This is an optimization exercise on Yosys and OpenROAD, whose aim is small area, not a production implementation. Only simulation tests tie the RTL to the original design; equivalence was not proved. Power and IR drop assume default switching activity. The clock port is modelled as an ideal driver; clocking choices that lean on that would not hold on a real chip.

== 05-16 ==
==> flow/design.v <==
package rf_pkg;
  localparam int unsigned DataWidth = 32;
  localparam int unsigned IntgWidth = 7;
  localparam int unsigned WordWidth = DataWidth + IntgWidth;
  localparam int unsigned AddrWidth = 5;
  localparam logic [IntgWidth*DataWidth-1:0] IntgMask = {
    32'h0810_2040,   
    32'h0408_1020,
    32'h0204_0810,
    32'h8102_0408,
    32'h4081_0204,
    32'h2040_8102,
    32'h1020_4081    
  };
endpackage
module rf_ao22 (
  input  logic a1_i, a2_i, b1_i, b2_i,
  output logic y_o
);
  assign y_o = (a1_i & a2_i) | (b1_i & b2_i);
endmodule
module rf_aoi222 (
  input  logic a1_i, a2_i, b1_i, b2_i, c1_i, c2_i,
  output logic y_o
);
  assign y_o = ~((a1_i & a2_i) | (b1_i & b2_i) | (c1_i & c2_i));
endmodule
module rf_nand4 (
  input  logic a_i, b_i, c_i, d_i,
  output logic y_o
);
  assign y_o = ~(a_i & b_i & c_i & d_i);
endmodule
module rf_and3 (
  input  logic a_i, b_i, c_i,
  output logic y_o
);
  assign y_o = a_i & b_i & c_i;
endmodule
module rf_nand2 (
  input  logic a_i, b_i,
  output logic y_o
);
  assign y_o = ~(a_i & b_i);
endmodule
module rf_or2 (
  input  logic a_i, b_i,
  output logic y_o
);
  assign y_o = a_i | b_i;
endmodule
module rf_and2 (
  input  logic a_i, b_i,
  output logic y_o
);
  assign y_o = a_i & b_i;
endmodule
module rf_nor2 (
  input  logic a_i, b_i,
  output logic y_o
);
  assign y_o = ~(a_i | b_i);
endmodule
module rf_nor2b (
  input  logic a_i, b_n_i,
  output logic y_o
);
  assign y_o = ~a_i & b_n_i;
endmodule
module rf_oai22 (
  input  logic a1_i, a2_i, b1_i, b2_i,
  output logic y_o
);
  assign y_o = ~((a1_i | a2_i) & (b1_i | b2_i));
endmodule
module rf_nand3 (
  input  logic a_i, b_i, c_i,
  output logic y_o
);
  assign y_o = ~(a_i & b_i & c_i);
endmodule
module rf_xnor2 (
  input  logic a_i, b_i,
  output logic y_o
);
  assign y_o = ~(a_i ^ b_i);
endmodule
module rf_inv (
  input  logic a_i,
  output logic y_o
);
  assign y_o = ~a_i;
endmodule
module rf_a21o (
  input  logic a1_i, a2_i, b_i,
  output logic y_o
);
  assign y_o = (a1_i & a2_i) | b_i;
endmodule
module rf_xor2 (
  input  logic a_i, b_i,
  output logic y_o
);
  assign y_o = a_i ^ b_i;
endmodule
module rf_intg_check (
  input  logic [rf_pkg::WordWidth-1:0] word_i,
  output logic                         err_o
);
  localparam int unsigned DW = rf_pkg::DataWidth;
  localparam int unsigned IW = rf_pkg::IntgWidth;
  logic [IW-1:0] syn;
  for (genvar k = 0; k < IW; k++) begin : gen_syn
    localparam int unsigned N = (DW - k + IW - 1) / IW;   
    logic [N:0] acc;
    assign acc[0] = word_i[DW + k];
    for (genvar j = 0; j < N; j++) begin : gen_x
      rf_xor2 u_x (.a_i(acc[j]), .b_i(word_i[k + IW*j]), .y_o(acc[j+1]));
    end
    assign syn[k] = acc[N];
  end
  assign err_o = |syn;
endmodule
module rf_top #(
  parameter int unsigned NumRegs = 32
) (
  input  logic                         clk_i,
  input  logic                         rst_ni,
  input  logic                         acc_req_i,
  output logic                         acc_gnt_o,
  input  logic                         acc_we_i,
  input  logic [rf_pkg::AddrWidth-1:0] acc_addr_i,
  input  logic [rf_pkg::DataWidth-1:0] acc_wdata_i,
  input  logic [rf_pkg::IntgWidth-1:0] acc_wintg_i,
  output logic                         acc_rvalid_o,
  output logic [rf_pkg::DataWidth-1:0] acc_rdata_o,
  output logic                         acc_err_o,
  output logic                         core_sleep_o,
  output logic                         alert_major_o
);
  localparam int unsigned AW = rf_pkg::AddrWidth;
  localparam int unsigned DW = rf_pkg::DataWidth;
  localparam int unsigned WW = rf_pkg::WordWidth;
  localparam int unsigned NP = NumRegs / 2 - 1;   
  localparam int unsigned NS = NP + 1;            
  logic          gnt;
  logic          gnt_we;
  logic          gnt_rd;
  logic          rvalid_q;
  logic          we_q;
  logic          ph_q;
  logic          pi_q;
  logic          alert_q;
  logic [AW-1:0] addr_q;
  logic [WW-1:0] cap_q;
  logic [WW-1:0] m;
  logic [WW-1:0] wbus;
  logic [WW-1:0] req_word;
  logic          is_read;
  logic          is_write;
  logic          cap_sel;
  logic          intg_err;
  assign gnt          = acc_req_i & ~rvalid_q;
  assign gnt_we       = gnt & acc_we_i;
  assign gnt_rd       = gnt & ~acc_we_i;
  assign acc_gnt_o    = gnt;
  assign acc_rvalid_o = rvalid_q;
  assign core_sleep_o = ~acc_req_i & ~rvalid_q;
  always_ff @(posedge clk_i or negedge rst_ni) begin
    if (!rst_ni) begin
      rvalid_q <= 1'b0;
      ph_q     <= 1'b0;
      pi_q     <= 1'b1;
    end else begin
      rvalid_q <= gnt;
      ph_q     <= ~ph_q;
      pi_q     <= pi_q ^ ph_q;
    end
  end
  always_ff @(posedge clk_i) begin
    we_q   <= acc_we_i;
    addr_q <= acc_addr_i;
    cap_q  <= m;
  end
  assign is_read  = rvalid_q & ~we_q;
  assign is_write = rvalid_q & we_q;
  assign req_word = {acc_wintg_i, acc_wdata_i};
  assign cap_sel = is_write |
                   (is_read & (addr_q[0] != ph_q) & (addr_q[AW-1:1] != '0));
  logic act_a, act_q, we_eff, rd_en;
  assign act_a  = gnt      & (acc_addr_i[0] == ph_q);
  assign act_q  = rvalid_q & (addr_q[0] == ph_q);
  assign we_eff = rvalid_q ? we_q : acc_we_i;
  assign rd_en  = ~we_eff & ~clr_q[1];
  logic [NS-1:0] set;
  logic [NS-1:0] keep;
  logic [NS-1:0] rsel;    
  logic [1:0]    clr_q;   
  always_ff @(posedge clk_i or negedge rst_ni) begin
    if (!rst_ni) begin
      clr_q <= 2'b11;
    end else begin
      clr_q <= {clr_q[0], 1'b0};
    end
  end
  for (genvar p = 1; p <= NP; p++) begin : gen_pair_sel
    logic dec_a, dec_q, hit;
    assign dec_a = acc_addr_i[AW-1:1] == (AW-1)'(p);
    assign dec_q = addr_q[AW-1:1] == (AW-1)'(p);
    rf_ao22 u_hit  (.a1_i(act_a), .a2_i(dec_a), .b1_i(act_q), .b2_i(dec_q), .y_o(hit));
    rf_a21o u_set  (.a1_i(hit), .a2_i(we_eff), .b_i(clr_q[1]), .y_o(set[p-1]));
    rf_nand2 u_keep (.a_i(hit), .b_i(we_eff), .y_o(keep[p-1]));
    rf_and2 u_rsel (.a_i(hit), .b_i(rd_en), .y_o(rsel[p-1]));
  end
  assign set[NS-1]  = gnt_we & (acc_addr_i == AW'(1));
  assign rsel[NS-1] = is_read & (addr_q == AW'(1));
  rf_nor2 u_keep1 (.a_i(set[NS-1]), .b_i(clr_q[0]), .y_o(keep[NS-1]));
  logic ring_rd, pi_rd;
  assign ring_rd = rd_en & ((act_a & (acc_addr_i[AW-1:1] != '0)) |
                            (act_q & (addr_q[AW-1:1] != '0)));
  assign pi_rd   = pi_q & ring_rd;
  logic [WW-1:0] row0_q [NS];     
  logic [WW-1:0] row0_d [NS];
  logic [WW-1:0] row1_q [NS-1];
  logic [WW-1:0] rd_word [NS];    
  for (genvar r = 0; r < NS; r++) begin : gen_rows
    if (r < NS - 1) begin : gen_pair_rows
      assign rd_word[r] = row1_q[r];
      always_ff @(posedge clk_i) begin
        row1_q[r] <= row0_q[r];
      end
    end else begin : gen_single_row
      assign rd_word[r] = row0_q[r];
    end
    for (genvar b = 0; b < WW; b++) begin : gen_bit
      if (r < NS - 1) begin : gen_pair_bit
        rf_oai22 u_nxt (
          .a1_i(rd_word[r][b]), .a2_i(set[r]),
          .b1_i(wbus[b]),       .b2_i(keep[r]),
          .y_o (row0_d[r][b])
        );
      end else begin : gen_single_bit
        rf_ao22 u_nxt (
          .a1_i(rd_word[r][b]), .a2_i(keep[r]),
          .b1_i(m[b]),          .b2_i(set[r]),
          .y_o (row0_d[r][b])
        );
      end
    end
    always_ff @(posedge clk_i) begin
      row0_q[r] <= row0_d[r];
    end
  end
  logic [NS+1:0] src_sel;
  assign src_sel = {cap_sel, gnt_we, rsel};
  for (genvar b = 0; b < WW; b++) begin : gen_m
    logic [NS+1:0] src;
    logic [5:0]    g;   
    logic          a;
    for (genvar r = 0; r < NS; r++) begin : gen_src
      assign src[r] = rd_word[r][b];
    end
    assign src[NS]   = req_word[b];
    assign src[NS+1] = cap_q[b];
    for (genvar j = 0; j < 6; j++) begin : gen_g
      rf_aoi222 u_g (
        .a1_i(src_sel[3*j]),   .a2_i(src[3*j]),
        .b1_i(src_sel[3*j+1]), .b2_i(src[3*j+1]),
        .c1_i(src_sel[3*j+2]), .c2_i(src[3*j+2]),
        .y_o (g[j])
      );
    end
    logic          ring, ring_n;
    rf_and3  u_a    (.a_i(g[0]), .b_i(g[1]), .c_i(g[2]), .y_o(a));
    rf_nand3 u_ring (.a_i(a), .b_i(g[3]), .c_i(g[4]), .y_o(ring));
    rf_xnor2 u_up   (.a_i(ring), .b_i(pi_rd), .y_o(ring_n));
    rf_nand2 u_m    (.a_i(ring_n), .b_i(g[5]), .y_o(m[b]));
    rf_xnor2 u_w    (.a_i(g[5]), .b_i(pi_q), .y_o(wbus[b]));
  end
  for (genvar b = 0; b < DW; b++) begin : gen_out
    rf_and2 u_out (.a_i(m[b]), .b_i(is_read), .y_o(acc_rdata_o[b]));
  end
  rf_intg_check u_intg_check (
    .word_i(m),
    .err_o (intg_err)
  );
  assign acc_err_o = is_read & intg_err;
  always_ff @(posedge clk_i or negedge rst_ni) begin
    if (!rst_ni) begin
      alert_q <= 1'b0;
    end else begin
      alert_q <= alert_q | acc_err_o;
    end
  end
  assign alert_major_o = alert_q;
endmodule
clock: 15.0 ns
lec_check: 0
cap_margin: 30
core_margin: 2
core_utilization: 65
cts_cluster_diameter: 100
cts_cluster_size: 30
slew_margin: 30
synth_hierarchical: 1
synth_minimum_keep_size: 0
standard.sh (not shown) runs the stock make flow with config.mk's settings and CLKGATE_MAP_FILE= SYNTH_SCRIPT=/design/flow/synth_recipe.tcl, a recipe that flattens the netlist after the stock synthesis.
==> flow/flow/run.sh <==
#!/bin/bash
set -euo pipefail
export CTS_ARGS="-sink_clustering_enable -repair_clock_nets -sink_clustering_size 30 -sink_clustering_max_diameter 100 -dont_use_dummy_load"
export BUFFER_PORTS_ARGS="-buffer_cell sky130_fd_sc_hd__buf_1"
bash standard.sh > standard.log 2>&1
For 03-27, these inputs were changed with respect to 05-16:
diff --git a/flow/design.v b/flow/design.v
--- a/flow/design.v
+++ b/flow/design.v
@@ -87,18 +87,12 @@
 endmodule
 module rf_inv (
   input  logic a_i,
   output logic y_o
 );
   assign y_o = ~a_i;
-endmodule
-module rf_a21o (
-  input  logic a1_i, a2_i, b_i,
-  output logic y_o
-);
-  assign y_o = (a1_i & a2_i) | b_i;
 endmodule
 module rf_xor2 (
   input  logic a_i, b_i,
   output logic y_o
 );
   assign y_o = a_i ^ b_i;
@@ -184,43 +178,44 @@
   end
   assign is_read  = rvalid_q & ~we_q;
   assign is_write = rvalid_q & we_q;
   assign req_word = {acc_wintg_i, acc_wdata_i};
   assign cap_sel = is_write |
                    (is_read & (addr_q[0] != ph_q) & (addr_q[AW-1:1] != '0));
-  logic act_a, act_q, we_eff, rd_en;
-  assign act_a  = gnt      & (acc_addr_i[0] == ph_q);
-  assign act_q  = rvalid_q & (addr_q[0] == ph_q);
-  assign we_eff = rvalid_q ? we_q : acc_we_i;
-  assign rd_en  = ~we_eff & ~clr_q[1];
+  logic w_a, w_q, r_a, r_q;
+  assign w_a = gnt_we   & (acc_addr_i[0] == ph_q);
+  assign w_q = is_write & (addr_q[0] == ph_q);
+  assign r_a = gnt_rd   & (acc_addr_i[0] == ph_q);
+  assign r_q = is_read  & (addr_q[0] == ph_q);
   logic [NS-1:0] set;
   logic [NS-1:0] keep;
   logic [NS-1:0] rsel;    
   logic [1:0]    clr_q;   
   always_ff @(posedge clk_i or negedge rst_ni) begin
     if (!rst_ni) begin
       clr_q <= 2'b11;
     end else begin
       clr_q <= {clr_q[0], 1'b0};
     end
   end
   for (genvar p = 1; p <= NP; p++) begin : gen_pair_sel
-    logic dec_a, dec_q, hit;
+    logic dec_a, dec_q, wr, rd;
     assign dec_a = acc_addr_i[AW-1:1] == (AW-1)'(p);
     assign dec_q = addr_q[AW-1:1] == (AW-1)'(p);
-    rf_ao22 u_hit  (.a1_i(act_a), .a2_i(dec_a), .b1_i(act_q), .b2_i(dec_q), .y_o(hit));
-    rf_a21o u_set  (.a1_i(hit), .a2_i(we_eff), .b_i(clr_q[1]), .y_o(set[p-1]));
-    rf_nand2 u_keep (.a_i(hit), .b_i(we_eff), .y_o(keep[p-1]));
-    rf_and2 u_rsel (.a_i(hit), .b_i(rd_en), .y_o(rsel[p-1]));
+    rf_ao22 u_wr  (.a1_i(w_a), .a2_i(dec_a), .b1_i(w_q), .b2_i(dec_q), .y_o(wr));
+    rf_ao22 u_rd  (.a1_i(r_a), .a2_i(dec_a), .b1_i(r_q), .b2_i(dec_q), .y_o(rd));
+    rf_or2  u_set (.a_i(wr), .b_i(clr_q[1]), .y_o(set[p-1]));
+    rf_inv  u_keep (.a_i(wr), .y_o(keep[p-1]));
+    rf_nor2b u_rsel (.a_i(clr_q[1]), .b_n_i(rd), .y_o(rsel[p-1]));
   end
   assign set[NS-1]  = gnt_we & (acc_addr_i == AW'(1));
   assign rsel[NS-1] = is_read & (addr_q == AW'(1));
   rf_nor2 u_keep1 (.a_i(set[NS-1]), .b_i(clr_q[0]), .y_o(keep[NS-1]));
   logic ring_rd, pi_rd;
-  assign ring_rd = rd_en & ((act_a & (acc_addr_i[AW-1:1] != '0)) |
-                            (act_q & (addr_q[AW-1:1] != '0)));
+  assign ring_rd = ~clr_q[1] & ((r_a & (acc_addr_i[AW-1:1] != '0)) |
+                                (r_q & (addr_q[AW-1:1] != '0)));
   assign pi_rd   = pi_q & ring_rd;
   logic [WW-1:0] row0_q [NS];     
   logic [WW-1:0] row0_d [NS];
   logic [WW-1:0] row1_q [NS-1];
   logic [WW-1:0] rd_word [NS];    
   for (genvar r = 0; r < NS; r++) begin : gen_rows
==> comparison <==
Compared with 05-16, via count in 03-27 decreased slightly. The standard cells in 03-27 occupy more silicon area than those in 05-16 do. Looking at fmax, 03-27 sits about 2.7% higher than 05-16 does. The run showing the greater sum of met2 wire segment lengths after detailed routing is 05-16. The worst setup slack of 03-27 was superior to that of 05-16. In the reports for 05-16 and 03-27, the smaller relative contribution of the clock network to total power belongs to 05-16.

==> separate check: timing with driven ports <==
The results above use ideal ports. As a check the final layouts listed here were re-extracted and re-timed, cells and wires unchanged. Step 1 (the two cells are an assumption about what drives the block):
set clk [get_ports {clk_i}]
set_driving_cell -lib_cell sky130_fd_sc_hd__clkbuf_16 $clk
set_driving_cell -lib_cell sky130_fd_sc_hd__buf_2 [delete_from_list [all_inputs] $clk]
Step 2 adds t to the input delays and takes it off the output delays; t is the mean of the earliest and latest rising clock arrival at the registers after step 1. Input paths then give back, and output paths get back, about the clock's delay inside the block. Three values: ideal, step 1, step 2; two values: the first two.
| run | t, ns | setup WS [ns] | latest minus earliest clock arrival (ns) | slew at the worst register clock pin (ns) | worst data-port slew with drivers (ns) |
|---|---|---|---|---|---|
| 05-16 | 0.680 | 3.578 / 3.558 / 3.558 | 0.027 / 0.027 | 0.11 / 0.11 | 0.08 |
| 03-27 | 0.681 | 3.874 / 3.850 / 3.850 | 0.026 / 0.025 | 0.11 / 0.11 | 0.07 |
After both steps every run listed still meets setup and hold. For 03-27, which loses most, drivers alone change the setup slack by -0.024 ns; drivers and shift together by -0.024 ns.
